Source: an optimization exercise on an open RTL-to-GDS flow (aim: small area and a short achievable clock period). Production flows keep margins and buffers that such runs may drop. At most, simulation tests tie the RTL to the original design; equivalence was not proved. Power is estimated from default activity; no workload was simulated.

Design dsconv_top, start of the top module:
module dsconv_top (
    input  wire        clk,
    input  wire        rst,
    input  wire        start,
    input  wire [47:0] input_pixels,         
    output wire [6:0]  input_pixel_addr,
    output wire [11:0] output_pixel,
    output wire [6:0]  output_pixel_addr,
    output wire [1:0]  output_filter,
    output wire        ready,
    output wire        done
);
Settings: LEC_CHECK=0, CAP_MARGIN=20, CORE_MARGIN=2, CORE_UTILIZATION=65, CTS_CLUSTER_DIAMETER=100, CTS_CLUSTER_SIZE=30, SLEW_MARGIN=20; clock period 11.0 ns.
standard.sh (not shown) runs the stock make flow with config.mk's settings and CLKGATE_MAP_FILE= SYNTH_SCRIPT=/design/flow/synth_recipe.tcl, a recipe that flattens the netlist after the stock synthesis.
==> flow/flow/run.sh <==
#!/bin/bash
# The standard layout (the standard.sh: standard synthesis and the ORFS
# steps), with two changes to how it optimises, not to what it is given:
#  - repair_timing aims for 7.4 ns of setup slack at the 11 ns clock, so that
#    paths are sped up well below the clock period;
#  - the input and output port buffers are buf_2 cells, not the delay cells
#    buffer_ports would pick.
set -euo pipefail
bash standard.sh SETUP_SLACK_MARGIN=7.4 "BUFFER_PORTS_ARGS=-buffer_cell sky130_fd_sc_hd__buf_2" finish > standard.log 2>&1
Change:
--- a/flow/design.v
+++ b/flow/design.v
@@ -8,30 +8,35 @@
     output wire [11:0] output_pixel,
     output wire [6:0]  output_pixel_addr,
     output wire [1:0]  output_filter,
     output wire        ready,
     output wire        done
 );
-    reg  [8:0] cnt;
+    reg  [8:0] icnt;
+    reg  [6:0] ia;
     reg        hold;      
     reg        done_r;
     wire       take = start && !hold;
     always @(posedge clk) begin
         if (rst) begin
-            cnt  <= 9'd0;
+            icnt <= 9'd1;
+            ia   <= 7'd0;
             hold <= 1'b0;
         end else begin
-            if (take) cnt <= cnt + 9'd1;
+            if (take) begin
+                icnt <= icnt + 9'd1;
+                ia   <= icnt[6:0];
+            end
             if (hold) begin
                 if (done_r) hold <= 1'b0;
-            end else if (take && cnt == 9'd511) begin
+            end else if (take && icnt == 9'd0) begin
                 hold <= 1'b1;
             end
         end
     end
-    assign input_pixel_addr = cnt[6:0];
+    assign input_pixel_addr = ia;
     reg [47:0]          x0;
     reg [34*48-1:0]      dl;     
     reg                 v1;
     reg [4-1:0]           v1e;
     integer i;
     always @(posedge clk) begin
@@ -980,18 +985,18 @@
         for (c = 0; c < 4; c = c + 1) begin
             if (dsum[c][16] != dsum[c][15]) u3[c*12 +: 12] <= dsum[c][16] ? 12'h000 : 12'hfff;
             else                          u3[c*12 +: 12] <= {~dsum[c][15], dsum[c][14:4]};
         end
         v3 <= v2 && !rst;
     end
-    reg  [8:0] oc;
+    reg  [8:0] oa;
+    reg  [8:0] nx;
     reg  [3:0] fsel;
     reg  [1:0] nfb;
     reg        ready_r;
     reg        v4, v5, v6;
-    wire [8:0] oc_next = oc + 9'd1;
     wire pw_0 = ((fsel[1] & u3[1]) | (fsel[2] & ~u3[1]) | (fsel[3] & u3[0])) ^ ((fsel[2] & ~u3[0])) ^ ((fsel[0] & ~u3[13]));
     wire pw_1 = (((fsel[1] & u3[1]) | (fsel[2] & ~u3[1]) | (fsel[3] & u3[0])) & ((fsel[2] & ~u3[0]))) | (((fsel[1] & u3[1]) | (fsel[2] & ~u3[1]) | (fsel[3] & u3[0])) & ((fsel[0] & ~u3[13]))) | (((fsel[2] & ~u3[0])) & ((fsel[0] & ~u3[13])));
     wire pw_2 = ((fsel[0] & ~u3[0]) | (fsel[1] & u3[2]) | (fsel[2] & ~u3[2]) | (fsel[3] & u3[1])) ^ ((fsel[2] & ~u3[1])) ^ ((fsel[0] & ~u3[14]) | (fsel[1] & u3[12]) | (fsel[3] & ~u3[12]));
     wire pw_3 = (((fsel[0] & ~u3[0]) | (fsel[1] & u3[2]) | (fsel[2] & ~u3[2]) | (fsel[3] & u3[1])) & ((fsel[2] & ~u3[1]))) | (((fsel[0] & ~u3[0]) | (fsel[1] & u3[2]) | (fsel[2] & ~u3[2]) | (fsel[3] & u3[1])) & ((fsel[0] & ~u3[14]) | (fsel[1] & u3[12]) | (fsel[3] & ~u3[12]))) | (((fsel[2] & ~u3[1])) & ((fsel[0] & ~u3[14]) | (fsel[1] & u3[12]) | (fsel[3] & ~u3[12])));
     wire pw_4 = ((fsel[0] & u3[25]) | (fsel[1] & ~u3[25]) | (fsel[2] & u3[26]) | (fsel[3] & ~u3[26])) ^ ((fsel[2] & u3[25]));
     wire pw_5 = ((fsel[0] & u3[25]) | (fsel[1] & ~u3[25]) | (fsel[2] & u3[26]) | (fsel[3] & ~u3[26])) & ((fsel[2] & u3[25]));
@@ -1217,30 +1222,32 @@
     end
     wire [14:0] t7 = bns + bnc;
     reg  [11:0] out_r;
     always @(posedge clk) begin
         out_r <= t7[14:3];
         if (rst) begin
-            oc      <= 9'd511;
+            oa      <= 9'd511;
+            nx      <= 9'd0;
             fsel    <= 4'b1000;
             nfb     <= 2'b00;
             ready_r <= 1'b0;
             done_r  <= 1'b0;
         end else begin
             if (v6) begin
-                oc   <= oc_next;
-                fsel <= 4'b0001 << oc_next[8:7];
-                nfb  <= ~oc_next[8:7];
+                oa   <= nx;
+                nx   <= nx + 9'd1;
+                fsel <= 4'b0001 << nx[8:7];
+                nfb  <= ~nx[8:7];
             end
-            ready_r <= v6 && oc_next[6:4] >= 3'd2 && oc_next[3:0] >= 4'd2;
-            done_r  <= ready_r && oc == 9'd511;
+            ready_r <= v6 && nx[6:4] >= 3'd2 && nx[3:0] >= 4'd2;
+            done_r  <= ready_r && nx == 9'd0;
         end
     end
     assign output_pixel      = out_r;
-    assign output_pixel_addr = oc[6:0];
-    assign output_filter     = oc[8:7];
+    assign output_pixel_addr = oa[6:0];
+    assign output_filter     = oa[8:7];
     assign ready             = ready_r;
     assign done              = done_r;
 endmodule
 localparam integer PIX_W = 12;
 localparam integer ACC_W = 28;     
 localparam signed [ACC_W-1:0] PIXEL_MAX = (2 ** (12 - 1)) - 1;
=> Register-to-register slack gets worse by 0.05 ns; clock-buffer cell count went up by 2; sequential power went up by about 2%; power went up by 1.9%; cell area barely changes; final cell count went down by 0.37%; worst hold slack gets worse by 0.0071 ns; routed wire length hardly moves; fmax went up by 1.7%; global-route usage hardly moves; combinational power went up by about 3%; clock power hardly moves; area after synthesis hardly moves.
Only the layout flow was run in the first run of this note; the RTL was not checked for function there.

========
== rev 12 ==
Another version of the RTL of dsconv_top (not shown whole).
Size: ~3,700 cells after synthesis, roughly 81 I/O pins.
clock: 11.0 ns
lec_check: 0
cap_margin: 20
core_margin: 2
core_utilization: 65
cts_cluster_diameter: 100
cts_cluster_size: 30
slew_margin: 20
synth_hierarchical: 1
synth_minimum_keep_size: 0
==> flow/flow/run.sh <==
#!/bin/bash
# The standard layout (the standard.sh: standard synthesis and the ORFS
# steps), with two changes to how it optimises, not to what it is given:
#  - repair_timing aims for 7.7 ns of setup slack at the 11 ns clock, so that
#    paths are sped up well below the clock period;
#  - the input and output port buffers are buf_2 cells, not the delay cells
#    buffer_ports would pick.
set -euo pipefail
bash standard.sh SETUP_SLACK_MARGIN=7.7 "BUFFER_PORTS_ARGS=-buffer_cell sky130_fd_sc_hd__buf_2" finish > standard.log 2>&1
For rev 13, these inputs were changed with respect to rev 12:
diff --git a/flow/design.v b/flow/design.v
--- a/flow/design.v
+++ b/flow/design.v
@@ -952,26 +952,26 @@
         dws[2] <= {1'b1, dw2_207, dw2_266, dw2_264, dw2_262, dw2_260, dw2_258, dw2_256, dw2_254, dw2_252, dw2_250, dw2_248, dw2_246, dw2_244, dw2_242, dw2_240, dw2_210};
         dwc[2] <= {1'b0, dw2_267, dw2_265, dw2_263, dw2_261, dw2_259, dw2_257, dw2_255, dw2_253, dw2_251, dw2_249, dw2_247, dw2_245, dw2_243, dw2_241, dw2_239, dw2_238};
         dws[3] <= {1'b1, 1'b1, dw3_165, dw3_191, dw3_189, dw3_187, dw3_185, dw3_183, dw3_181, dw3_179, dw3_177, dw3_175, dw3_173, dw3_171, dw3_169, dw3_167, dw3_138};
         dwc[3] <= {1'b0, 1'b0, dw3_192, dw3_190, dw3_188, dw3_186, dw3_184, dw3_182, dw3_180, dw3_178, dw3_176, dw3_174, dw3_172, dw3_170, dw3_168, dw3_88, dw3_166};
         v2 <= v1 && !rst;
     end
     reg [4*12-1:0] u3;
     reg          v3;
     reg [16:0]   dsum [0:3];
-    integer c;
+    integer ca, cb;
     always @(*) begin
-        for (c = 0; c < 4; c = c + 1) dsum[c] = dws[c] + dwc[c];
+        for (ca = 0; ca < 4; ca = ca + 1) dsum[ca] = dws[ca] + dwc[ca];
     end
     always @(posedge clk) begin
-        for (c = 0; c < 4; c = c + 1) begin
-            if (dsum[c][16] != dsum[c][15]) u3[c*12 +: 12] <= dsum[c][16] ? 12'h000 : 12'hfff;
-            else                          u3[c*12 +: 12] <= {~dsum[c][15], dsum[c][14:4]};
+        for (cb = 0; cb < 4; cb = cb + 1) begin
+            if (dsum[cb][16] != dsum[cb][15]) u3[cb*12 +: 12] <= dsum[cb][16] ? 12'h000 : 12'hfff;
+            else                            u3[cb*12 +: 12] <= {~dsum[cb][15], dsum[cb][14:4]};
         end
         v3 <= v2 && !rst;
     end
     reg  [8:0] oa;
     reg  [8:0] nx;
     reg  [3:0] fsel;
     reg  [1:0] nfb;
     reg        ready_r;
     reg        v4, v5, v6;
Results
For rev 13 and rev 12, there was not a single run that failed to finish clean.
Re count of clock-buffer cells in the layout: no difference whatsoever between rev 13 and rev 12.
Power density over cell area: rev 12 vs rev 13 identical
Re length in cells of the worst reg-to-reg path: no difference whatsoever between rev 12 and rev 13.
Re cell count: no difference whatsoever between rev 12 and rev 13.
Re routing usage on met1: no difference whatsoever between rev 13 and rev 12.

## static timing again, ports no longer ideal
Ports are ideal in the flow. The routed layouts listed here were re-timed in OpenROAD. Step 1 (the two cells are an assumption about what drives the block):
set clk [get_ports {clk}]
set_driving_cell -lib_cell sky130_fd_sc_hd__clkbuf_16 $clk
set_driving_cell -lib_cell sky130_fd_sc_hd__buf_2 [delete_from_list [all_inputs] $clk]
Step 2 adds t to the input delays and takes it off the output delays; t is the mean of the earliest and latest rising clock arrival at the registers after step 1. Input paths then give back, and output paths get back, about the clock's delay inside the block. a / b / c = no drivers / after step 1 / after step 2; a / b = the first two.
run	t (ns)	setup WS [ns]	latest minus earliest clock arrival (ns)	worst slew at a driven data input, ns	cell pins on the clock port's net
the first run of note 1	0.746	7.462 / 7.386 / 7.338	0.030 / 0.030	0.05	1
the second run of note 1	0.734	7.521 / 7.472 / 7.164	0.030 / 0.031	0.04	1
rev 12	0.744	7.675 / 7.606 / 7.407	0.035 / 0.035	0.04	1
rev 13	0.744	7.675 / 7.606 / 7.407	0.035 / 0.035	0.04	1
After both steps setup and hold are still met in every run listed. The setup slack of the second run of note 1, which loses most, moves by -0.049 ns with the drivers and by -0.357 ns with both steps.
